Source: an optimization exercise on an open RTL-to-GDS flow (aim: small area, a short achievable clock period and few clock cycles per item). Production flows keep margins and buffers that such runs may drop. RTL that was checked went through simulation tests only; none was proved equivalent to the original. The RTL of runs 4 and 5 was laid out without a check of its function.

==> design.v <==
module aes_inv_sub_bytes (
  input  logic         i_clk,
  input  logic         i_rst,
  input  logic         i_valid,
  input  logic [127:0] i_data,
  output logic         o_ready,
  output logic         o_valid,
  input  logic         i_ready,
  output logic [127:0] o_data
);
  logic [127:0] mapped, in_q, skid_q, out_q, sub;
  logic         in_v_q, skid_v_q, out_v_q, ready_q;
  logic         take, out_free, in_load, skid_v_d;
  for (genvar k = 0; k < 16; k++) begin : g_byte
    aes_inv_sub_bytes_map u_map (.a(i_data[8*k +: 8]), .y(mapped[8*k +: 8]));
    aes_inv_sub_bytes_inv u_inv (.a(in_q[8*k +: 8]), .y(sub[8*k +: 8]));
  end
  assign take     = ready_q & i_valid;
  assign out_free = ~out_v_q | i_ready;             
  assign in_load  = out_free | ~in_v_q;             
  assign skid_v_d = skid_v_q ? ~out_free : (take & in_v_q & ~out_free);
  always_ff @(posedge i_clk or posedge i_rst) begin
    if (i_rst) begin
      in_v_q   <= 1'b0;
      skid_v_q <= 1'b0;
      out_v_q  <= 1'b0;
      ready_q  <= 1'b1;
    end else begin
      if (out_free) out_v_q <= in_v_q;
      if (in_load)  in_v_q  <= skid_v_q | take;
      skid_v_q <= skid_v_d;
      ready_q  <= ~skid_v_d;
    end
  end
  always_ff @(posedge i_clk) begin
    if (out_free) out_q  <= sub;
    if (in_load)  in_q   <= skid_v_q ? skid_q : mapped;
    if (!skid_v_q) skid_q <= mapped;
  end
  assign o_ready = ready_q;
  assign o_valid = out_v_q;
  assign o_data  = out_q;
endmodule
module aes_inv_sub_bytes_map (
  input  logic [7:0] a,
  output logic [7:0] y
);
  logic n0, n1, n2, n3, n4, n5, n6, n7, n8, n9, n10, n11, n12, n13, n14, n15;
  assign n0 = a[0] ^ a[5];
  assign n1 = a[0] ^ a[1];
  assign n2 = n1 ^ a[5];
  assign n3 = ~n2;
  assign n4 = a[1] ^ a[2];
  assign n5 = ~n4;
  assign n6 = n1 ^ a[2];
  assign n7 = n6 ^ a[4];
  assign n8 = a[3] ^ a[5];
  assign n9 = n8 ^ a[6];
  assign n10 = a[1] ^ a[4];
  assign n11 = n10 ^ a[6];
  assign n12 = n6 ^ a[3];
  assign n13 = a[0] ^ a[4];
  assign n14 = n13 ^ a[6];
  assign n15 = n14 ^ a[7];
  assign y = {n15, n12, n11, n9, n7, n5, n3, n0};
endmodule
module aes_inv_sub_bytes_inv (
  input  logic [7:0] a,
  output logic [7:0] y
);
  logic n0, n1, n2, n3, n4, n5, n6, n7, n8, n9, n10, n11, n12, n13, n14, n15, n16, n17, n18, n19, n20, n21, n22, n23, n24, n25, n26, n27, n28, n29, n30, n31, n32, n33, n34, n35, n36, n37, n38, n39, n40, n41, n42, n43, n44, n45, n46, n47, n48, n49, n50, n51, n52, n53, n54, n55, n56, n57, n58, n59, n60, n61, n62, n63, n64, n65, n66, n67, n68, n69, n70, n71, n72, n73, n74, n75, n76, n77, n78, n79, n80, n81, n82, n83, n84, n85, n86, n87, n88, n89, n90, n91, n92, n93, n94, n95, n96, n97, n98, n99, n100, n101, n102, n103, n104, n105, n106, n107, n108, n109, n110, n111, n112, n113, n114, n115, n116, n117, n118, n119, n120, n121, n122, n123, n124, n125, n126, n127, n128, n129, n130, n131, n132, n133, n134, n135, n136, n137, n138, n139, n140, n141, n142, n143, n144, n145, n146, n147, n148, n149, n150, n151, n152, n153, n154, n155, n156, n157, n158, n159, n160, n161, n162, n163, n164, n165, n166, n167, n168, n169, n170, n171, n172, n173, n174, n175, n176, n177, n178, n179, n180, n181;
  assign n0 = a[4] ^ a[0];
  assign n1 = a[5] ^ a[1];
  assign n2 = a[6] ^ a[2];
  assign n3 = a[7] ^ a[3];
  assign n4 = n1 ^ n0;
  assign n5 = n4 ^ n0;
  assign n6 = n2 ^ n0;
  assign n7 = n3 ^ n1;
  assign n8 = n7 ^ n6;
  assign n9 = n8 ^ n6;
  assign n10 = n3 ^ n2;
  assign n11 = n10 ^ n2;
  assign n12 = n11 ^ n10;
  assign n13 = n12 ^ n4;
  assign n14 = n10 ^ n5;
  assign n15 = n8 ^ n4;
  assign n16 = n9 ^ n5;
  assign n17 = n14 ^ n13;
  assign n18 = n15 ^ n13;
  assign n19 = n16 ^ n14;
  assign n20 = n19 ^ n18;
  assign n21 = n20 ^ n18;
  assign n22 = n16 ^ n15;
  assign n23 = n22 ^ n16;
  assign n24 = n23 ^ n17;
  assign n25 = n16 ^ n13;
  assign n26 = n18 ^ n17;
  assign n27 = n21 ^ n13;
  assign n28 = a[5] ^ a[4];
  assign n29 = a[1] ^ a[0];
  assign n30 = n28 & n29;
  assign n31 = a[4] & a[0];
  assign n32 = a[5] & a[1];
  assign n33 = n32 ^ n31;
  assign n34 = n30 ^ n31;
  assign n35 = a[6] ^ a[4];
  assign n36 = a[7] ^ a[5];
  assign n37 = a[2] ^ a[0];
  assign n38 = a[3] ^ a[1];
  assign n39 = n36 ^ n35;
  assign n40 = n38 ^ n37;
  assign n41 = n39 & n40;
  assign n42 = n35 & n37;
  assign n43 = n36 & n38;
  assign n44 = n43 ^ n42;
  assign n45 = n41 ^ n42;
  assign n46 = a[7] ^ a[6];
  assign n47 = a[3] ^ a[2];
  assign n48 = n46 & n47;
  assign n49 = a[6] & a[2];
  assign n50 = a[7] & a[3];
  assign n51 = n50 ^ n49;
  assign n52 = n48 ^ n49;
  assign n53 = n52 ^ n51;
  assign n54 = n53 ^ n33;
  assign n55 = n51 ^ n34;
  assign n56 = n44 ^ n33;
  assign n57 = n45 ^ n34;
  assign n58 = n24 ^ n54;
  assign n59 = n25 ^ n55;
  assign n60 = n26 ^ n56;
  assign n61 = n27 ^ n57;
  assign n62 = ~n58;
  assign n63 = ~n59;
  assign n64 = ~n60;
  assign n65 = ~n61;
  assign n66 = n58 & n63;
  assign n67 = n66 & n64;
  assign n68 = n67 & n65;
  assign n69 = n62 & n59;
  assign n70 = n69 & n64;
  assign n71 = n70 & n65;
  assign n72 = n68 | n71;
  assign n73 = n58 & n59;
  assign n74 = n73 & n60;
  assign n75 = n74 & n65;
  assign n76 = n72 | n75;
  assign n77 = n62 & n63;
  assign n78 = n77 & n64;
  assign n79 = n78 & n61;
  assign n80 = n76 | n79;
  assign n81 = n67 & n61;
  assign n82 = n80 | n81;
  assign n83 = n73 & n64;
  assign n84 = n83 & n61;
  assign n85 = n82 | n84;
  assign n86 = n77 & n60;
  assign n87 = n86 & n61;
  assign n88 = n85 | n87;
  assign n89 = n66 & n60;
  assign n90 = n89 & n61;
  assign n91 = n88 | n90;
  assign n92 = n83 & n65;
  assign n93 = n71 | n92;
  assign n94 = n86 & n65;
  assign n95 = n93 | n94;
  assign n96 = n69 & n60;
  assign n97 = n96 & n65;
  assign n98 = n95 | n97;
  assign n99 = n98 | n81;
  assign n100 = n99 | n87;
  assign n101 = n100 | n90;
  assign n102 = n96 & n61;
  assign n103 = n101 | n102;
  assign n104 = n97 | n75;
  assign n105 = n104 | n79;
  assign n106 = n70 & n61;
  assign n107 = n105 | n106;
  assign n108 = n107 | n87;
  assign n109 = n108 | n90;
  assign n110 = n109 | n102;
  assign n111 = n74 & n61;
  assign n112 = n110 | n111;
  assign n113 = n89 & n65;
  assign n114 = n94 | n113;
  assign n115 = n114 | n97;
  assign n116 = n115 | n75;
  assign n117 = n116 | n81;
  assign n118 = n117 | n84;
  assign n119 = n118 | n87;
  assign n120 = n119 | n111;
  assign n121 = n103 ^ n91;
  assign n122 = n121 & n28;
  assign n123 = n91 & a[4];
  assign n124 = n103 & a[5];
  assign n125 = n124 ^ n123;
  assign n126 = n122 ^ n123;
  assign n127 = n112 ^ n91;
  assign n128 = n120 ^ n103;
  assign n129 = n128 ^ n127;
  assign n130 = n129 & n39;
  assign n131 = n127 & n35;
  assign n132 = n128 & n36;
  assign n133 = n132 ^ n131;
  assign n134 = n130 ^ n131;
  assign n135 = n120 ^ n112;
  assign n136 = n135 & n46;
  assign n137 = n112 & a[6];
  assign n138 = n120 & a[7];
  assign n139 = n138 ^ n137;
  assign n140 = n136 ^ n137;
  assign n141 = n140 ^ n139;
  assign n142 = n141 ^ n125;
  assign n143 = n139 ^ n126;
  assign n144 = n133 ^ n125;
  assign n145 = n134 ^ n126;
  assign n146 = n121 & n29;
  assign n147 = n91 & a[0];
  assign n148 = n103 & a[1];
  assign n149 = n148 ^ n147;
  assign n150 = n146 ^ n147;
  assign n151 = n129 & n40;
  assign n152 = n127 & n37;
  assign n153 = n128 & n38;
  assign n154 = n153 ^ n152;
  assign n155 = n151 ^ n152;
  assign n156 = n135 & n47;
  assign n157 = n112 & a[2];
  assign n158 = n120 & a[3];
  assign n159 = n158 ^ n157;
  assign n160 = n156 ^ n157;
  assign n161 = n160 ^ n159;
  assign n162 = n161 ^ n149;
  assign n163 = n159 ^ n150;
  assign n164 = n154 ^ n149;
  assign n165 = n155 ^ n150;
  assign n166 = n142 ^ n144;
  assign n167 = n166 ^ n163;
  assign n168 = n167 ^ n165;
  assign n169 = n142 ^ n162;
  assign n170 = n144 ^ n145;
  assign n171 = n170 ^ n163;
  assign n172 = n171 ^ n165;
  assign n173 = n143 ^ n144;
  assign n174 = n145 ^ n163;
  assign n175 = n174 ^ n164;
  assign n176 = n174 ^ n165;
  assign n177 = n142 ^ n143;
  assign n178 = n177 ^ n144;
  assign n179 = n178 ^ n145;
  assign n180 = n179 ^ n162;
  assign n181 = n180 ^ n163;
  assign y = {n163, n181, n176, n175, n173, n172, n169, n168};
endmodule
==> flow/run.sh <==
#!/bin/bash
# Standard ORFS layout (the standard.sh), except that:
#  - Yosys's final ABC technology mapping uses flow/map.abc instead of ORFS's speed script
#    (all other synthesis steps, and so the registers and their names, are the standard ones);
#  - the make variables listed in flow/make_args (one VAR=value per line) are added.
set -euo pipefail
W=$PWD
{
  cat <<'TCL'
proc abc {args} {
  set i [lsearch -exact $args -script]
  if {$i >= 0} { lset args [expr {$i + 1}] $::env(FLOW_ABC_SCRIPT) }
  yosys abc {*}$args
}
TCL
  cat "$W/synth_recipe.tcl"
} > "$W/flow_synth.tcl"
sed "s#$W/synth_recipe.tcl#$W/flow_synth.tcl#g" "$W/standard.sh" > "$W/flow_standard.sh"
grep -q flow_synth.tcl "$W/flow_standard.sh"
export FLOW_ABC_SCRIPT="$W/flow/map.abc"
args=()
if [[ -f "$W/flow/make_args" ]]; then
  while IFS= read -r line; do
    [[ -n "$line" && "$line" != \#* ]] && args+=("$line")
  done < "$W/flow/make_args"
fi
bash "$W/flow_standard.sh" "${args[@]}" finish > "$W/flow_make.log" 2>&1
==> flow/make_args <==
BUFFER_PORTS_ARGS=-buffer_cell sky130_fd_sc_hd__buf_1
SETUP_SLACK_MARGIN=14.5
==> flow/map.abc <==
&get -n
&st
&dch -f
&nf -R 1000
&put
==> standard.sh <==
#!/bin/bash
# synth_recipe.tcl (not shown) runs the flow's synth.tcl, then flattens the netlist and writes it again
# the make line also repeats each setting of config.mk as NAME=value (left out here)
make -C /OpenROAD-flow-scripts/flow DESIGN_CONFIG=/design/flow/config.mk WORK_HOME=/design/flow/orfs CLKGATE_MAP_FILE= SYNTH_SCRIPT=/design/flow/synth_recipe.tcl "${@:-finish}"
==> config.mk <==
export PLATFORM = sky130hd
export DESIGN_NAME = aes_inv_sub_bytes
export DESIGN_NICKNAME = aes_inv_sub_bytes
export VERILOG_FILES = /design/flow/design.v
export SDC_FILE = /design/flow/constraint.sdc
export NUM_CORES = 4
export LEC_CHECK = 0
export CAP_MARGIN = 20
export CORE_MARGIN = 2
export CORE_UTILIZATION = 65
export CTS_BUF_LIST = sky130_fd_sc_hd__clkbuf_4 sky130_fd_sc_hd__clkbuf_8
export PLACE_DENSITY = 0.75
export SLEW_MARGIN = 20
==> constraint.sdc <==
create_clock -name core_clock -period 20.0 [get_ports {i_clk}]
set_input_delay 4.0000 -clock core_clock [delete_from_list [all_inputs] [get_ports {i_clk}]]
set_output_delay 4.0000 -clock core_clock [all_outputs]
set_load 0.01 [all_outputs]
==> impl_metrics.csv, run 1 <==
group,metric,value,unit
clock_tree,root_buffer,"clkbuf_8",
placed_design,dp_cells,3373,
floorplan,start_util,65.8,%
final_layout,multi_input_area,15700,sq um
global_route,grt_max_degree,130,
yosys,synth-seq-area-share,39.6,%
yosys,synth_area,26100,sq um
final_layout,drive_above_1_share,4.12,%
clock_tree,cts_resized,1,
floorplan,core.rowCount,73,
floorplan,core,39700,sq um
final_layout,seqCellArea,10400,sq um
global_route,grt_pass1_vias,18037,
setup_path,critPathBufInv,1,
global_route,antenna_found_initial,1,
clock_tree,cts_setup_buffers,0,
global_route,grt_first_pass_wirelength,85000,um
final_layout,syn2layout_area_growth,11.9,%
timing,maxSlewHeadroom,30.5,%
yosys,yosys_warnings,1,
yosys,synthFlopType,"edfxtp_1",
setup_path,critPathTopFamily,"flip-flops",
global_route,grt.total_usage,24.8,%
setup_path,path_max_fanout,3,
setup_path,critical_path.cell_chain,"buf_2",
routing,finalWirelength,51100,um
setup_path,arrival,1.36,ns
routing,vias,17850,
timing,finalMaxSlewViolations,0,
yosys,synth_fp_nets,2780,
floorplan,die_h,205,um
placed_design,dp_hpwl,39400,um
run,drv_cap,0,
routing,remaining_drc_errors,0,
setup_path,startpoint_type,"flop",
clock_tree,clock_sinks,388,
placed_design,place_area,27800,sq um
routing,via_per_inst,5.11,
clock_tree,clk_path_buf_depth,3,
clock_tree,path_clk_slew,0.06,ns
clock_tree,cts_tree,"yes",
final_layout,final_cells,3491,
yosys,ys_ff_latch,388,
yosys,avgSynthCellArea,10.1,sq um
placed_design,routabilityCongestion,0.921,
timing,clock_skew,0.0119,ns
clock_tree,cts_max_level,2,
final_layout,final_nets,3107,
final_layout,fillers,2925,
min_path,hold_path.class,"reg2reg",
timing,fin_crit_sh,26.8,%
clock_tree,holdBufCountCts,0,
setup_path,slowest_delay,0.54,ns
timing,finalSetupViolations,0,
routing,wl_per_cell,14.6,um
setup_path,path_class,"reg2out",
timing,fin_crit,5.36,ns
global_route,overflow,0,
setup_path,critPathSlowestCell,"dfstp_2",
yosys,yosysUniqueCellTypes,23,
floorplan,die_w,205,um
yosys,netlist_instances,2584,
yosys,synth-async-reset-ratio,1.03,%
routing,drt_iter0_drc,728,
final_layout,fin_area,29200,sq um
timing,grt_setup_unrepaired,"false",
setup_path,cp.required,16.00,ns
routing,antenna_left,0,
yosys,synth_edf_count,256,
setup_path,cp-end-kind,"primary output",
status,status,"complete, no violations",
floorplan,io_pins,262,
clock_tree,insertion_delay,0.66,ns
timing,tightest_slew,1.04,ns
timing,fin_tns_setup,0,ns
routing,first_pass_iters,5,
final_layout,final_core_util,73.6,%
clock_tree,cts-buffers-inserted,61,
timing,finalHoldViolations,0,
timing,timing.fmax,187,MHz
placed_design,io_buffers,261,
floorplan,die_area,41800,sq um
kinds of logic (layout without fill, tap and decap cells):
family,after synthesis,after routing,share of synthesized area [%]
compound gates,240,240,4.82
xor+xnor,1261,1261,42.3
fa+ha+maj,64,64,3.06
buf+inv,33,413,0.474
flops,388,388,39.6
other cells,0,2,0
simple gates,598,598,9.76
synthesized netlist by cell type (7+ instances only):
cell type / count / area share [%]
clkinv_1: 33 / 0.47
ha_1: 64 / 3.1
and2_0: 7 / 0.17
nand2b_1: 85 / 2.0
o21a_1: 8 / 0.23
nor2b_1: 15 / 0.36
nor2_1: 192 / 2.8
o21ai_0: 182 / 3.5
xor2_1: 371 / 12
xnor2_1: 889 / 30
nand3b_1: 9 / 0.26
edfxtp_1: 256 / 29
dfxtp_1: 128 / 9.8
nand2_1: 288 / 4.1
a21oi_1: 25 / 0.48
o22ai_1: 18 / 0.43
registers in the layout (all words and copies together) (netlist names):
signal,flops
in_q,128
in_v_q,1
out_q,128
out_v_q,1
ready_q,1
skid_q,128
skid_v_q,1
cells in the final DEF, fill, tap and decap left out, drive strengths merged:
| cell | Yosys | final |
|---|---|---|
| xnor2 | 889 | 889 |
| xor2 | 371 | 371 |
| nand2 | 288 | 288 |
| buf | 0 | 264 |
| edfxtp | 256 | 256 |
| nor2 | 192 | 192 |
| o21ai | 182 | 182 |
| dfxtp | 128 | 128 |
| clkbuf | 0 | 90 |
| nand2b | 85 | 85 |
| ha | 64 | 64 |
| clkinv | 33 | 47 |
| a21oi | 25 | 25 |
| o22ai | 18 | 18 |
| nor2b | 15 | 15 |
| nand3b | 9 | 9 |
| o21a | 8 | 8 |
| and2 | 7 | 7 |
| a22oi | 6 | 6 |
| clkinvlp | 0 | 6 |
| bufinv | 0 | 5 |
| dfrtp | 3 | 3 |
| diode | 0 | 2 |
| a21o | 1 | 1 |
| or2 | 1 | 1 |
| xnor3 | 1 | 1 |
| inv | 0 | 1 |
| and3 | 1 | 1 |
| dfstp | 1 | 1 |
area by class of cell:
class	count	area share (%)
multi-input combinational	2163	53.6
tap	525	2.25
clock buffer	90	3.89
timing repair buffer	264	3.43
sequential	388	35.4
clock inverter	26	0.928
inverter	33	0.441
antenna	2	0.0171
layer usage:
layer / part of all wire, % / track usage [%] / routed length [um]
met5: 0 / 0 / 0
met3: 4.1 / 3.39 / 2120
met4: 2.7 / 9.27 / 1400
met2: 48 / 42.4 / 24700
met1: 45 / 31.9 / 22900
stage by stage:
stage / setup slack, ns / hold WS (ns)
floorplan: 13.84 / 0.427
CTS: 14.58 / 0.471
finish: 14.64 / 0.467
global route: 14.58 / 0.495
global placement: 14.04 / 0.444
detailed placement: 14.03 / 0.456
path summary, 6_finish.rpt:
check / start / to / slack (ns) / depth (start not counted)
hold / removal: skid_q[55]$_DFF_P_ / skid_q[55]$_DFF_P_ / 0.47 / 2
hold reg to reg: skid_q[55]$_DFF_P_ / skid_q[55]$_DFF_P_ / 0.47 / 2
setup / recovery: ready_q$_DFF_PP1_ / o_ready / 14.64 / 1
min in group asynchronous: i_rst / out_v_q$_DFFE_PP0N_ / 3.24 / 2
max in group asynchronous: i_rst / ready_q$_DFF_PP1_ / 16.55 / 2
setup reg to reg: in_q[117]$_DFFE_PP_ / out_q[114]$_DFFE_PN_ / 15.54 / 15
Testbench counts, summed over its fixed seeds: cycles 400, items 384.
==> run 2, diff against run 1 <==
--- a/config.mk
+++ b/config.mk
@@ -9,5 +9,7 @@
 export CORE_MARGIN = 2
 export CORE_UTILIZATION = 65
-export CTS_BUF_LIST = sky130_fd_sc_hd__clkbuf_4 sky130_fd_sc_hd__clkbuf_8
+export CTS_BUF_LIST = sky130_fd_sc_hd__clkbuf_16
+export CTS_CLUSTER_DIAMETER = 50
+export CTS_CLUSTER_SIZE = 20
 export PLACE_DENSITY = 0.75
 export SLEW_MARGIN = 20
==> run 2 against run 1 <==
Routed wire length decreased by 0.41%. Highest routed layer unchanged. First-iteration DRC count increased by 4.5%. Register-to-register slack got worse by 0.03 ns. Critical path depth unchanged. Maximum frequency increased by 0.12%. Final area decreased by 0.18%. Global-route usage decreased by 0.13 points. Count of clock-buffer cells in the layout decreased by 50. Synthesized cell count unchanged.
==> impl_metrics.csv, run 2 <==
group,metric,value,unit
final_layout,final_nets,3084,
floorplan,die_area,41800,sq um
yosys,yosys_warnings,1,
timing,fin_crit_sh,26.8,%
setup_path,cp.depth,1,
run,drv_cap,0,
timing,timing.fmax,187,MHz
final_layout,layout_commonest_cell,"xnor2_1",
yosys,synth_fp_nets,2780,
setup_path,critPathTopFamily,"flip-flops",
setup_path,path_class,"reg2out",
routing,antenna_left,0,
setup_path,r2r-start,"in_q[117]$_DFFE_PP_",
routing,first_pass_iters,5,
setup_path,critPathSlowestCell,"dfstp_2",
yosys,avgSynthCellArea,10.1,sq um
routing,via_per_inst,5.14,
clock_tree,root_buffer,"clkbuf_16",
yosys,synth_most_common_cell,"xnor2_1",
min_path,hold_path.class,"reg2reg",
setup_path,critical_path.cell_chain,"buf_1",
global_route,grt_pass1_vias,17838,
setup_path,regToRegEndpoint,"out_q[114]$_DFFE_PN_",
global_route,overflow,0,
global_route,grt.total_usage,24.6,%
yosys,synth-async-reset-ratio,1.03,%
placed_design,dp_cells,3373,
timing,fin_tns_setup,0,ns
setup_path,r2r_cells,15,
yosys,ys_ff_latch,388,
timing,fin_crit,5.35,ns
clock_tree,holdBufCountCts,0,
yosys,synth-seq-area-share,39.6,%
floorplan,core.rowCount,73,
final_layout,largest_registers,"in_q: 128 flops, out_q: 128 flops, skid_q: 128 flops",
yosys,synth_area,26100,sq um
status,status,"complete, no violations",
timing,holdWs,0.471,ns
yosys,synth_top_area_share,29.8,%
yosys,synth_area_leaders,"xnor2_1, edfxtp_1, xor2_1",
clock_tree,clk_path_buf_depth,3,
global_route,antenna_found_initial,1,
final_layout,final_cell_mix,"xnor2_1, xor2_1, nand2_1, buf_1, edfxtp_1",
setup_path,cp.required,16.00,ns
floorplan,core,39700,sq um
yosys,synth_edf_count,256,
global_route,top_usage_layer,"met2",
timing,tightest_slew,1.04,ns
yosys,synth_common_cells,"xnor2_1, xor2_1, nand2_1, edfxtp_1, nor2_1",
floorplan,start_util,65.8,%
floorplan,die_h,205,um
final_layout,syn2layout_area_growth,11.7,%
final_layout,drive_above_1_share,2.57,%
setup_path,endpoint,"o_ready",
placed_design,routabilityCongestion,0.921,
timing,finalMaxSlewViolations,0,
placed_design,dp_hpwl,39400,um
clock_tree,cts_resized,0,
setup_path,slowest_delay,0.54,ns
setup_path,timing.critical_path.from,"ready_q$_DFF_PP1_",
yosys,synthFlopType,"edfxtp_1",
setup_path,path_max_fanout,3,
clock_tree,cts_max_level,2,
timing,finalHoldViolations,0,
clock_tree,insertion_delay,0.56,ns
clock_tree,clock_sinks,388,
global_route,globalRouteMet2Util,42.8,%
global_route,grt_max_degree,130,
placed_design,io_buffers,261,
timing,clock_skew,0.0210,ns
timing,grt_setup_unrepaired,"false",
routing,drt_iter0_drc,761,
setup_path,startpoint_type,"flop",
global_route,use_met3,2.96,%
timing,finalSetupViolations,0,
setup_path,reg2reg_setup_slack,15.51,ns
clock_tree,cts_tree,"yes",
final_layout,final_cells,3444,
setup_path,cp-end-kind,"primary output",
setup_path,critPathBufInv,1,
routing,vias,17714,
global_route,grtUsageMet1,31.9,%
clock_tree,cts-buffers-inserted,38,
routing,finalWirelength,50900,um
global_route,grt_first_pass_wirelength,84400,um
clock_tree,path_clk_slew,0.07,ns
routing,wl_per_cell,14.8,um
yosys,yosysUniqueCellTypes,23,
timing,maxSlewHeadroom,30.6,%
final_layout,fillers,2897,
clock_tree,cts_setup_buffers,0,
floorplan,die_w,205,um
routing,remaining_drc_errors,0,
yosys,synth_area_leader_cell,"xnor2_1",
yosys,netlist_instances,2584,
setup_path,arrival,1.35,ns
floorplan,io_pins,262,
-- run 2: cell count changes in the layout (fill, tap and decap cells not counted), moves of 5 or more --
cell / before / now
clkbuf_8: 74 / 0
clkbuf_16: 0 / 40
inv_12: 0 / 5
inv_6: 1 / 6
clkbuf_4: 16 / 0
clkinv_2: 12 / 3
-- run 2: how the worst min path moves through the flow --
stage | from | endpoint | slack, ns | cells past startpoint
floorplan | skid_q[99]$_DFF_P_ | skid_q[99]$_DFF_P_ | 0.43 | 2
global placement | skid_q[40]$_DFF_P_ | skid_q[40]$_DFF_P_ | 0.44 | 2
detailed placement | skid_q[63]$_DFF_P_ | skid_q[63]$_DFF_P_ | 0.46 | 2
CTS | skid_q[63]$_DFF_P_ | skid_q[63]$_DFF_P_ | 0.47 | 2
global route | skid_q[17]$_DFF_P_ | skid_q[17]$_DFF_P_ | 0.50 | 2
finish | skid_q[109]$_DFF_P_ | skid_q[109]$_DFF_P_ | 0.47 | 2
-- run 2: stage by stage --
| stage | instance area (sq um) | setup slack [ns] | util [%] |
|---|---|---|---|
| after floorplan | 26200 | 13.84 | - |
| after global placement | 27800 | 14.04 | 70.0 |
| after detailed placement | 27800 | 14.03 | 70.0 |
| after CTS | 29200 | 14.62 | 73.5 |
| after global routing | 29200 | 14.60 | 73.5 |
| final | 29200 | 14.65 | 73.5 |
-- run 2: cell type report --
cell class	instances	area (sq um)	share of cell area (%)
antenna	2	5.00	0.0171
clock buffer	40	1000	3.43
clock inverter	29	355	1.22
inverter	33	129	0.441
multi-input combinational	2163	15700	53.7
sequential	388	10400	35.5
tap	525	657	2.25
timing repair buffer	264	1010	3.45
-- run 2: metal layers --
layer,up-vias,part of all wire [%]
li1,9049,-
met1,8259,45
met2,332,49
met3,74,3.9
met4,0,2.4
met5,-,0
-- run 2: cells by family (layout without fill, tap and decap cells) --
logic type,after synthesis,count (layout),synth area share (%)
buffers and inverters,33,366,0.474
adders and majority gates,64,64,3.06
AOI/OAI and AO/OA,240,240,4.82
other,0,2,0
DFF,388,388,39.6
and+or+nand+nor,598,598,9.76
xor gates and xnor gates,1261,1261,42.3
==> run 3, diff against run 2 <==
--- a/config.mk
+++ b/config.mk
@@ -9,7 +9,7 @@
 export CORE_MARGIN = 2
 export CORE_UTILIZATION = 65
-export CTS_BUF_LIST = sky130_fd_sc_hd__clkbuf_16
+export CTS_BUF_LIST = sky130_fd_sc_hd__clkbuf_8
 export CTS_CLUSTER_DIAMETER = 50
-export CTS_CLUSTER_SIZE = 20
+export CTS_CLUSTER_SIZE = 14
 export PLACE_DENSITY = 0.75
 export SLEW_MARGIN = 20
==> run 3 against run 2 <==
Count of clock-buffer cells in the layout grew 3. Final area shrank 1.7%. Clock skew grew 0.0088 ns. Synthesized area is the same. Sequential share of layout area grew 0.62 points.
==> impl_metrics.csv, run 3 <==
group,metric,value,unit
status,status,"complete, no violations",
timing,fin_tns_setup,0,ns
global_route,grt_pass1_vias,17743,
setup_path,path_max_fanout,3,
setup_path,critPathTopFamily,"flip-flops",
placed_design,dp_cells,3373,
setup_path,r2r-start,"in_q[117]$_DFFE_PP_",
setup_path,cp.depth,1,
timing,maxSlewHeadroom,31.3,%
routing,first_pass_iters,5,
setup_path,timing.critical_path.from,"ready_q$_DFF_PP1_",
global_route,overflow,0,
final_layout,syn2layout_area_growth,9.73,%
timing,finalSetupViolations,0,
timing,grt_setup_unrepaired,"false",
final_layout,largest_registers,"in_q: 128 flops, out_q: 128 flops, skid_q: 128 flops",
yosys,yosys_warnings,1,
final_layout,layout_commonest_cell,"xnor2_1",
yosys,synth-async-reset-ratio,1.03,%
final_layout,final_cell_mix,"xnor2_1, xor2_1, nand2_1, buf_1, edfxtp_1",
yosys,synth_top_area_share,29.8,%
yosys,netlist_instances,2584,
clock_tree,clock_sinks,388,
timing,tightest_slew,1.03,ns
floorplan,die_h,205,um
yosys,synth_common_cells,"xnor2_1, xor2_1, nand2_1, edfxtp_1, nor2_1",
clock_tree,cts_setup_buffers,0,
routing,drt_iter0_drc,752,
setup_path,r2r_cells,15,
floorplan,io_pins,262,
min_path,hp-start,"skid_q[63]$_DFF_P_",
clock_tree,cts-buffers-inserted,40,
clock_tree,cts_max_level,2,
timing,clock_skew,0.0298,ns
yosys,synth_area_leader_cell,"xnor2_1",
setup_path,path_class,"reg2out",
yosys,synth_area_leaders,"xnor2_1, edfxtp_1, xor2_1",
final_layout,final_cells,3449,
routing,via_per_inst,5.12,
setup_path,cp-end-kind,"primary output",
routing,antenna_left,0,
setup_path,slowest_delay,0.55,ns
placed_design,dp_hpwl,39400,um
yosys,synth_fp_nets,2780,
timing,fin_crit,5.42,ns
setup_path,critPathSlowestCell,"dfstp_2",
setup_path,critical_path.cell_chain,"buf_1",
min_path,whs_path_depth,2,
global_route,grt_max_degree,130,
yosys,synth-seq-area-share,39.6,%
setup_path,critPathBufInv,1,
floorplan,die_area,41800,sq um
clock_tree,root_buffer,"clkbuf_8",
global_route,grt_first_pass_wirelength,83400,um
routing,vias,17651,
global_route,grt.total_usage,24.3,%
timing,timing.fmax,184,MHz
yosys,synthFlopType,"edfxtp_1",
final_layout,drive_above_1_share,2.36,%
timing,finalMaxSlewViolations,0,
yosys,avgSynthCellArea,10.1,sq um
yosys,synth_edf_count,256,
clock_tree,insertion_delay,0.63,ns
timing,finalHoldViolations,0,
yosys,yosysUniqueCellTypes,23,
final_layout,final_nets,3086,
floorplan,core,39700,sq um
yosys,synth_area,26100,sq um
setup_path,arrival,1.42,ns
timing,fin_crit_sh,27.1,%
setup_path,startpoint_type,"flop",
floorplan,core.rowCount,73,
routing,remaining_drc_errors,0,
floorplan,start_util,65.8,%
min_path,hold_path.class,"reg2reg",
clock_tree,holdBufCountCts,0,
setup_path,cp.required,16.00,ns
floorplan,die_w,205,um
clock_tree,path_clk_slew,0.09,ns
run,drv_cap,0,
routing,wl_per_cell,14.5,um
global_route,antenna_found_initial,1,
yosys,synth_most_common_cell,"xnor2_1",
routing,finalWirelength,50200,um
placed_design,routabilityCongestion,0.921,
clock_tree,cts_resized,0,
placed_design,io_buffers,261,
clock_tree,cts_tree,"yes",
yosys,ys_ff_latch,388,
clock_tree,clk_path_buf_depth,3,
run 3: cell counts after synthesis:
Identical to the previous run, type by type.
run 3: kinds of logic after synthesis:
logic type | Yosys count | synth area share, %
AOI/OAI and AO/OA | 240 | 4.82
buffers and inverters | 33 | 0.474
adders and majority gates | 64 | 3.06
and+or+nand+nor | 598 | 9.76
xor gates and xnor gates | 1261 | 42.3
DFF | 388 | 39.6
run 3: worst paths after layout:
kind	end	slack, ns
min in group asynchronous	out_v_q$_DFFE_PP0N_	3.25
worst min register to register	skid_q[63]$_DFF_P_	0.47
worst min-delay path	skid_q[63]$_DFF_P_	0.47
worst max-delay path	o_ready	14.58
worst max register to register	out_q[114]$_DFFE_PN_	15.51
max in group asynchronous	ready_q$_DFF_PP1_	16.54
run 3: through the flow:
stage | utilization, % | setup WS [ns] | cell area [sq um] | hold slack, ns
6_report | 72.2 | 14.58 | 28700 | 0.467
5_1_grt | 72.2 | 14.52 | 28700 | 0.501
4_1_cts | 72.2 | 14.52 | 28700 | 0.475
3_5_place_dp | 70.0 | 14.03 | 27800 | 0.456
3_3_place_gp | 70.0 | 14.04 | 27800 | 0.444
2_1_floorplan | - | 13.84 | 26200 | 0.427
run 3: area by class of cell:
class | count | area [sq um]
Multi-Input combinational cell | 2163 | 15700
Fill cell | 2998 | 11000
Timing Repair Buffer | 264 | 1000
Clock inverter | 31 | 264
Tap cell | 525 | 657
Sequential cell | 388 | 10400
Antenna cell | 2 | 5.00
Clock buffer | 43 | 592
Inverter | 33 | 129
run 3: routing by layer:
layer  share of wire (%)  vias to the layer above  track usage [%]
li1                    -                     9041                -
met1                  45                     8202             31.5
met4                 2.2                        0             8.18
met3                 4.2                       73             2.86
met5                   0                        -                0
met2                  49                      335             42.1
==> run 4, diff against run 3 <==
--- a/design.v
+++ b/design.v
@@ -25,12 +25,11 @@
       skid_v_q <= 1'b0;
       out_v_q  <= 1'b0;
-      ready_q  <= 1'b1;
     end else begin
       if (out_free) out_v_q <= in_v_q;
       if (in_load)  in_v_q  <= skid_v_q | take;
       skid_v_q <= skid_v_d;
-      ready_q  <= ~skid_v_d;
     end
   end
+  always_ff @(posedge i_clk) ready_q <= ~skid_v_d;
   always_ff @(posedge i_clk) begin
     if (out_free) out_q  <= sub;
==> run 4 against run 3 <==
Still clean. Routed wire length down 1.3%. Synthesized cell count unchanged. Hold slack improved by 0.0044 ns. Critical endpoint is now out_q[105]$_DFFE_PN_. Largest cell class unchanged.
==> impl_metrics.csv, run 4 <==
group,metric,value,unit
routing,via_per_inst,5.13,
placed_design,io_buffers,261,
yosys,synth_area_leaders,"xnor2_1, edfxtp_1, xor2_1",
timing,finalHoldViolations,0,
yosys,synth_most_common_cell,"xnor2_1",
final_layout,largest_registers,"in_q: 128 flops, out_q: 128 flops, skid_q: 128 flops",
timing,fin_crit_sh,26.6,%
floorplan,io_pins,262,
final_layout,drive_above_1_share,2.29,%
final_layout,final_cell_mix,"xnor2_1, xor2_1, nand2_1, buf_1, edfxtp_1",
yosys,avgSynthCellArea,10.1,sq um
routing,wl_per_cell,14.4,um
timing,maxSlewHeadroom,31.2,%
floorplan,start_util,65.8,%
timing,finalMaxSlewViolations,0,
global_route,grt_first_pass_wirelength,82000,um
clock_tree,root_buffer,"clkbuf_8",
final_layout,n_antenna_cell,0,
timing,grt_setup_unrepaired,"false",
floorplan,die_area,41800,sq um
yosys,yosys_warnings,1,
global_route,grt_pass1_vias,17701,
routing,first_pass_iters,5,
global_route,overflow,0,
setup_path,cp.required,20.22,ns
routing,drt_iter0_drc,898,
clock_tree,cts_setup_buffers,0,
yosys,synth-async-reset-ratio,0.773,%
timing,timing.fmax,188,MHz
placed_design,dp_cells,3373,
yosys,synthFlopType,"edfxtp_1",
final_layout,layout_commonest_cell,"xnor2_1",
setup_path,cp-end-kind,"flop",
clock_tree,insertion_delay,0.63,ns
timing,fin_tns_setup,0,ns
timing,fin_crit,5.32,ns
final_layout,final_core_util,72.3,%
yosys,synth-seq-area-share,39.6,%
clock_tree,cts_resized,0,
yosys,synth_area_leader_cell,"xnor2_1",
final_layout,final_nets,3087,
yosys,ys_ff_latch,388,
run,drv_cap,0,
setup_path,critical_path.cell_chain,"buf_1, nor2b_1, inv_6, buf_4",
timing,finalSetupViolations,0,
timing,clock_skew,0.0453,ns
min_path,hold_path.class,"reg2reg",
setup_path,slowest_delay,0.87,ns
final_layout,final_cells,3448,
final_layout,syn2layout_area_growth,9.82,%
min_path,whs_path_depth,2,
setup_path,startpoint_type,"input pin",
global_route,grt_max_degree,130,
floorplan,core.rowCount,73,
routing,remaining_drc_errors,0,
yosys,synth_top_area_share,29.8,%
timing,tightest_slew,1.03,ns
clock_tree,cts_max_level,2,
global_route,grt.total_usage,23.8,%
routing,antenna_left,0,
setup_path,r2r_cells,15,
floorplan,die_w,205,um
yosys,synth_common_cells,"xnor2_1, xor2_1, nand2_1, edfxtp_1, nor2_1",
floorplan,die_h,205,um
setup_path,arrival,5.54,ns
status,status,"complete, no violations",
yosys,netlist_instances,2584,
yosys,yosysUniqueCellTypes,22,
setup_path,path_max_fanout,83,
global_route,antenna_found_initial,0,
routing,vias,17695,
clock_tree,cts_tree,"yes",
clock_tree,clock_sinks,388,
clock_tree,path_clk_slew,0.08,ns
yosys,synth_area,26100,sq um
setup_path,path_class,"in2reg",
timing,holdWs,0.471,ns
yosys,synth_fp_nets,2780,
clock_tree,holdBufCountCts,0,
clock_tree,clk_path_buf_depth,3,
placed_design,routabilityCongestion,0.913,
routing,finalWirelength,49500,um
clock_tree,cts-buffers-inserted,41,
placed_design,dp_hpwl,38900,um
floorplan,core,39700,sq um
setup_path,critPathSlowestCell,"buf_4",
yosys,synth_edf_count,256,
run 4: routing by layer:
metal	vias to the layer above	GRT usage (%)	routed length [um]
li1	9038	-	-
met1	8227	31.2	22600
met2	346	40.7	23700
met3	84	3.47	1930
met4	0	7.04	1240
met5	-	0	0
run 4: critical path, delay by kind of cell:
kind                   cells  cell delay (ns)
buffers and inverters      3             1.35
AND/OR/NAND/NOR            1             0.13
run 4: cell families after synthesis:
kind of cell,count (synthesis),synth area share (%)
compound gates,240,4.82
xor+xnor,1261,42.3
buf+inv,33,0.474
fa+ha+maj,64,3.06
simple gates,598,9.76
flops,388,39.6
run 4: layout make-up:
class,count,area [sq um]
multi-input cells,2163,15700
fillers,2970,11000
flip-flops and latches,388,10300
repair buffers,264,1000
well taps,525,657
clock buffers,44,606
clock inverters,31,278
inverters,33,129
run 4: path summary, 6_finish.rpt:
kind / startpoint / endpoint / slack (ns)
setup / recovery: i_ready / out_q[105]$_DFFE_PN_ / 14.68
hold / removal: skid_q[99]$_DFF_P_ / skid_q[99]$_DFF_P_ / 0.47
setup reg to reg: in_q[45]$_DFFE_PP_ / out_q[42]$_DFFE_PN_ / 15.60
hold reg to reg: skid_q[99]$_DFF_P_ / skid_q[99]$_DFF_P_ / 0.47
max in group asynchronous: i_rst / skid_v_q$_DFF_PP0_ / 16.68
min in group asynchronous: i_rst / in_v_q$_DFFE_PP0P_ / 3.19
run 4: stage by stage:
stage,area [sq um],setup slack [ns]
after detailed placement,27800,14.03
final,28700,14.68
after floorplan,26100,13.84
after global placement,27800,14.06
after CTS,28700,14.70
after global routing,28700,14.55
==> run 5, diff against run 4 <==
==> flow/make_args (replaced) <==
BUFFER_PORTS_ARGS=-buffer_cell sky130_fd_sc_hd__buf_1
SETUP_SLACK_MARGIN=14.8
==> run 5 against run 4 <==
Setup slack improved by 0.090 ns. Die area did not move. Clock skew fell by 0.025 ns. Critical path depth fell by 3. Flip-flop and latch count did not move. Via count fell by 0.17%. Synthesized area did not move. Non-clock buffer count fell by 1. Cell count did not move. Critical endpoint is now o_data[52].
==> impl_metrics.csv, run 5 <==
group,metric,value,unit
floorplan,core,39700,sq um
yosys,synth_fp_nets,2780,
clock_tree,path_clk_slew,0.09,ns
yosys,synth_edf_count,256,
clock_tree,cts_resized,10,
setup_path,slowest_delay,0.45,ns
setup_path,r2r-start,"in_q[69]$_DFFE_PP_",
min_path,hp-start,"skid_q[107]$_DFF_P_",
routing,remaining_drc_errors,0,
setup_path,critPathSlowestCell,"edfxtp_1",
final_layout,n_antenna_cell,0,
routing,antenna_left,0,
timing,finalMaxSlewViolations,0,
timing,finalSetupViolations,0,
setup_path,path_class,"reg2out",
final_layout,largest_registers,"in_q: 128 flops, out_q: 128 flops, skid_q: 128 flops",
final_layout,final_nets,3086,
yosys,avgSynthCellArea,10.1,sq um
final_layout,final_cell_mix,"xnor2_1, xor2_1, nand2_1, edfxtp_1, buf_1",
timing,maxSlewHeadroom,29.2,%
routing,first_pass_iters,5,
final_layout,syn2layout_area_growth,10.5,%
timing,fin_tns_setup,0,ns
timing,tightest_slew,1.06,ns
setup_path,cp.required,16.00,ns
timing,holdWs,0.470,ns
yosys,synth_common_cells,"xnor2_1, xor2_1, nand2_1, edfxtp_1, nor2_1",
yosys,synth-seq-area-share,39.6,%
clock_tree,cts_max_level,2,
setup_path,critPathTopFamily,"flip-flops",
final_layout,fillers,3008,
clock_tree,clk_path_buf_depth,3,
global_route,top_usage_layer,"met2",
setup_path,regToRegEndpoint,"out_q[66]$_DFFE_PN_",
clock_tree,clock_sinks,388,
final_layout,drive_above_1_share,3.76,%
global_route,globalRouteMet2Util,42.0,%
clock_tree,insertion_delay,0.62,ns
routing,drt_iter0_drc,949,
clock_tree,root_buffer,"clkbuf_8",
global_route,grtUsageMet1,31.5,%
clock_tree,cts_tree,"yes",
setup_path,r2r_cells,16,
floorplan,io_pins,262,
yosys,synthFlopType,"edfxtp_1",
yosys,synth_most_common_cell,"xnor2_1",
setup_path,path_max_fanout,1,
min_path,hold_path_end,"skid_q[107]$_DFF_P_",
setup_path,arrival,1.23,ns
final_layout,seqCellArea,10300,sq um
timing,fin_crit_sh,26.2,%
final_layout,multi_input_area,15700,sq um
min_path,whs_path_depth,2,
yosys,synth_area_leader_cell,"xnor2_1",
yosys,synth_top_area_share,29.8,%
placed_design,routabilityCongestion,0.927,
timing,finalHoldViolations,0,
placed_design,dp_hpwl,39000,um
floorplan,die_w,205,um
timing,clock_skew,0.0200,ns
clock_tree,cts_setup_buffers,0,
setup_path,critical_path.cell_chain,"clkbuf_2",
floorplan,start_util,65.8,%
status,status,"complete, no violations",
global_route,overflow,0,
routing,finalWirelength,50200,um
routing,via_per_inst,5.12,
yosys,synth_area,26100,sq um
yosys,netlist_instances,2584,
global_route,grt_first_pass_wirelength,82900,um
yosys,synth_area_leaders,"xnor2_1, edfxtp_1, xor2_1",
timing,worst_slack,14.77,ns
global_route,antenna_found_initial,0,
final_layout,layout_commonest_cell,"xnor2_1",
setup_path,startpoint_type,"flop",
placed_design,io_buffers,261,
setup_path,reg2reg_setup_slack,15.50,ns
timing,fin_crit,5.23,ns
global_route,grt_max_degree,130,
floorplan,die_area,41800,sq um
yosys,yosys_warnings,1,
placed_design,place_ws,14.39,ns
global_route,grt_pass1_vias,17657,
setup_path,cp-end-kind,"primary output",
global_route,use_met3,3.23,%
floorplan,die_h,205,um
floorplan,core.rowCount,73,
min_path,hold_path.class,"reg2reg",
clock_tree,cts-buffers-inserted,41,
yosys,synth-async-reset-ratio,0.773,%
clock_tree,holdBufCountCts,0,
timing,grt_setup_unrepaired,"true",
yosys,ys_ff_latch,388,
run,drv_cap,0,
routing,wl_per_cell,14.5,um
yosys,yosysUniqueCellTypes,22,
timing,timing.fmax,191,MHz
global_route,grt.total_usage,24.1,%
routing,vias,17665,
setup_path,critPathBufInv,1,
final_layout,final_core_util,72.7,%
run 5: cell counts after synthesis:
No cell type changed its count.
run 5: layout make-up:
cell class                 count  share of cell area [%]
clock buffer                  47                    2.24
clock inverter                29                    1.24
inverter                      33                   0.472
multi-input combinational   2163                    54.3
sequential                   388                    35.8
tap                          525                    2.27
timing repair buffer         263                    3.64
run 5: worst register-to-register path: cells and delay by family (launching register included):
kind            cells  cell delay, ns
flops               1            0.49
simple gates        4            0.41
compound gates      1            0.55
xor+xnor           11            2.79
run 5: cells by family (layout without fill, tap and decap cells):
family                     count (synthesis)  count (layout)  share of synthesized area (%)
AOI/OAI and AO/OA                        240             240                           4.82
xor gates and xnor gates                1261            1261                           42.3
adders and majority gates                 64              64                           3.06
buffers and inverters                     33             372                          0.474
DFF                                      388             388                           39.6
and+or+nand+nor                          598             598                           9.76
run 5: through the flow:
step           cell area (sq um)  instances
2_1_floorplan              26200       2584
4_1_cts                    28800       3448
3_5_place_dp               27800       3372
5_1_grt                    28900       3448
6_report                   28900       3448
3_3_place_gp               27800       3372
run 5: metal layers:
metal	share of wire (%)	vias up
met5	0	-
met4	1.9	0
met3	4.0	68
met2	48	325
met1	46	8242
li1	-	9030
run 5: worst max-delay path by stage:
stage,start,end,slack (ns),cells after the start
floorplan,i_ready,in_q[0]$_DFFE_PP_,14.87,2
global placement,i_ready,in_q[107]$_DFFE_PP_,14.45,3
detailed placement,i_ready,in_q[107]$_DFFE_PP_,14.39,3
CTS,out_q[52]$_DFFE_PN_,o_data[52],14.72,1
global route,out_q[52]$_DFFE_PN_,o_data[52],14.72,1
finish,out_q[52]$_DFFE_PN_,o_data[52],14.77,1

-- re-timing with driven ports --
In the flow no input, the clock included, has a driving cell. The finished layouts below were timed again as built, in two steps. Step 1 (the two cells are an assumption about what drives the block):
set clk [get_ports {i_clk}]
set_driving_cell -lib_cell sky130_fd_sc_hd__clkbuf_16 $clk
set_driving_cell -lib_cell sky130_fd_sc_hd__buf_2 [delete_from_list [all_inputs] $clk]
Step 2 adds t to the input delays and takes it off the output delays; t is the mean of the earliest and latest rising clock arrival at the registers after step 1. Input paths then give back, and output paths get back, about the clock's delay inside the block. Slacks: no drivers / after step 1 / after step 2; pairs: no drivers / after step 1.
run	t (ns)	setup slack, ns	hold slack, ns	clock arrival spread, ns	slew at the worst register clock pin (ns)
run 1	0.703	14.641 / 14.589 / 13.999	0.467 / 0.467 / 0.467	0.016 / 0.016	0.07 / 0.07
run 2	0.611	14.647 / 14.590 / 14.101	0.471 / 0.471 / 0.471	0.022 / 0.022	0.08 / 0.08
run 3	0.671	14.577 / 14.524 / 14.017	0.467 / 0.467 / 0.467	0.030 / 0.031	0.09 / 0.09
run 4	0.663	14.676 / 14.706 / 14.043	0.471 / 0.471 / 0.471	0.046 / 0.046	0.09 / 0.09
run 5	0.670	14.767 / 14.711 / 14.391	0.470 / 0.470 / 0.470	0.026 / 0.026	0.09 / 0.09
After both steps setup and hold are still met in every run listed. The setup slack of run 1, which loses most, moves by -0.052 ns with the drivers and by -0.642 ns with both steps.
